Background: an optimization exercise with open tools, aiming at small area. Do not read the settings as production practice.
The RTL was checked by simulation tests, not by an equivalence proof against the original design.
Power is estimated from default activity; no workload was simulated.

Setup of run A:
// rvCore
module rvCore (
	input logic clk,
	input logic reset_,
	input logic inValid,
	output logic inReady,
	input logic [31:0] inPc,
	input logic [31:0] inInst,
	output logic outValid,
	input logic outReady,
	output logic [172:0] outResult
);
Size in the first run: about 3400 cells after synthesis, ~1100 flip-flops, about 240 I/O pins, about 0.049 sq mm of cells after synthesis.
==> flow/config.mk <==
export PLATFORM = sky130hd
export DESIGN_NAME = rvCore
export DESIGN_NICKNAME = rvCore
export VERILOG_FILES = /design/flow/design.v
export SDC_FILE = /design/flow/constraint.sdc
export NUM_CORES = 4
export LEC_CHECK = 0
export CAP_MARGIN = 0
export CORE_MARGIN = 2
export CORE_UTILIZATION = 45
export SETUP_SLACK_MARGIN = 0.2
export SLEW_MARGIN = 0
==> flow/constraint.sdc <==
create_clock -name core_clock -period 10.0 [get_ports {clk}]
set_input_delay 2.0000 -clock core_clock [delete_from_list [all_inputs] [get_ports {clk}]]
set_output_delay 2.0000 -clock core_clock [all_outputs]
set_load 0.01 [all_outputs]
standard.sh (not shown) runs the stock make flow with config.mk's settings and CLKGATE_MAP_FILE= SYNTH_SCRIPT=/design/flow/synth_recipe.tcl, a recipe that flattens the netlist after the stock synthesis.
==> flow/flow/run.sh <==
#!/bin/bash
# Standard layout with three changes: synthesis's ABC mapping runs for area instead of
# speed, ports get the smallest buffer, and clock tree synthesis uses larger sink clusters
# without dummy loads. Synthesis is synth_recipe.tcl unchanged apart from the ABC script, so
# the registers (names, count, cell types) are those of the standard synthesis.
set -uo pipefail
W=$(pwd)
F=$W/flow
cat > "$W/area_synth.tcl" <<TCL
proc abc {args} {
  set i [lsearch -exact \$args -script]
  if {\$i >= 0} { lset args [expr {\$i + 1}] $F/area.abc }
  yosys abc {*}\$args
}
source $W/synth_recipe.tcl
TCL
bash "$W/standard.sh" "SYNTH_SCRIPT=$W/area_synth.tcl" \
  "BUFFER_PORTS_ARGS=-buffer_cell sky130_fd_sc_hd__buf_1" \
  "CTS_ARGS=-sink_clustering_enable -repair_clock_nets -dont_use_dummy_load -sink_clustering_size 30 -sink_clustering_max_diameter 80 -buf_list {sky130_fd_sc_hd__clkbuf_8 sky130_fd_sc_hd__clkbuf_16}" \
  finish > "$W/flow_make.log" 2>&1
==> flow/flow/area.abc <==
strash
&get -n
&st
&dch
&nf -R 1000
&put
topo
Run A completed; timing, DRC and antenna clean
What run B does differently from run A at the input level:
Settings: setting PLACE_DENSITY to 0.85 for the first time.
Results
Worst-case hold slack in run B vs run A: up 0.019 ns. Critical path's slowest cell = a2111oi_0: run A; critical path's slowest cell = o21ai_2: run B. Compared with run A, in run B routing usage on met3 went up by 1.7 points; first-pass GRT wire length fell by 3.5%; global-route usage decreased by 2.0 points relative to the old numbers; post-detailed-routing wire length saw a decrease. Run B against run A: number of vias after detailed routing rose about 2.4%, worst setup slack rose 0.075 ns.
> inputs changed (run B -> run C)
Settings: a change of SETUP_SLACK_MARGIN from 0.2 to 0.15; a change of PLACE_DENSITY from 0.85 to 0.72; a change of CORE_UTILIZATION from 45 to 50.
Notes after the runs:
- Summary of the comparison: power density of the placed cells is higher in run C, relative to run B.
- Run C vs. run B: cell area after layout went down by 0.91%.
- What run B reported for maximum number of pins on one net before global-route repair has to be multiplied by 1.16 to get the figure for run C.
- Run C went all the way through the flow, and no timing, DRC or antenna check failed.
- [run C] portion of total power attributed to combinational logic fell 0.2 points relative to run B
- Run B → run C: final weighted congestion of routability-driven global placement increased 0.0038; fraction of layout instances using a drive strength above 1 fell 0.88 points.
- Run B ended up with outResult[127] as its capturing element of the worst setup path; run C ended up with outResult[134].
- Between run C and run B, the instance area at placement is lower for run C.
- Relative to run B, share of the clock period used by the worst path after layout has increased by 0.69 points in run C.
- Run C has pre-CTS setup slack above what run B had.
- Summary: with run B as the reference, routed wire length per instance in run C moved up by a few percent.
Edits applied to the flow inputs when going from run C to run D:
Settings: changing CORE_UTILIZATION from 50 to 45; changing SETUP_SLACK_MARGIN from 0.15 to 0.2.
The lower worst setup slack before clock tree synthesis of run D and run C is in run D. [compare] base=run C new=run D: number of tap cells added at floorplan went up 9.9%, maximum frequency went up 1.5 MHz.
For run E, these inputs were changed with respect to run D:
Settings: swapping 0.2 for 0.15 in SETUP_SLACK_MARGIN; swapping 45 for 50 in CORE_UTILIZATION; putting GPL_ROUTABILITY_DRIVEN at 0 where nothing was set.
Against run D, run E comes in about 0.9% lower on switching power summed over all nets.
Post-layout total power: run E vs run D, no meaningful difference
Area overhead of the layout relative to synthesis, run E and run D: higher on run D
Diff run D -> run E: wire length of the first global-routing pass fell by about 3%; fraction of standard cell area that is sequential higher; power share of the combinational group decreased by 0.2 points relative to the old numbers; clock power share rose 0.3 points.
From run D to run E, synthesized area per cell did not move at all.

-- afterwards: timing with drivers on the ports --
How much do the figures lean on ideal ports? The routed layouts below were timed once more, with nothing changed but the port constraints. Step 1: set_driving_cell puts a clkbuf_16 on clk and a buf_2 on each other input, an assumption about the parent block. Step 2, shift: input delay + t, output delay - t, t = (earliest + latest rising clock arrival at the registers) / 2. This alone moves slack from input paths to output paths. Slacks: ideal ports / drivers / drivers and shift; pairs: ideal ports / drivers.
run	t (ns)	setup WS [ns]	latest minus earliest clock arrival (ns)	cell pins on the clock port's net
run A	0.733	0.341 / 0.263 / 0.996	0.088 / 0.088	1
run B	0.714	0.417 / 0.340 / 1.054	0.131 / 0.131	1
run C	0.733	0.348 / 0.275 / 1.008	0.074 / 0.074	1
run D	0.721	0.484 / 0.410 / 1.130	0.103 / 0.103	1
run E	0.705	0.320 / 0.252 / 0.957	0.070 / 0.070	1
After both steps every run listed still meets setup and hold.
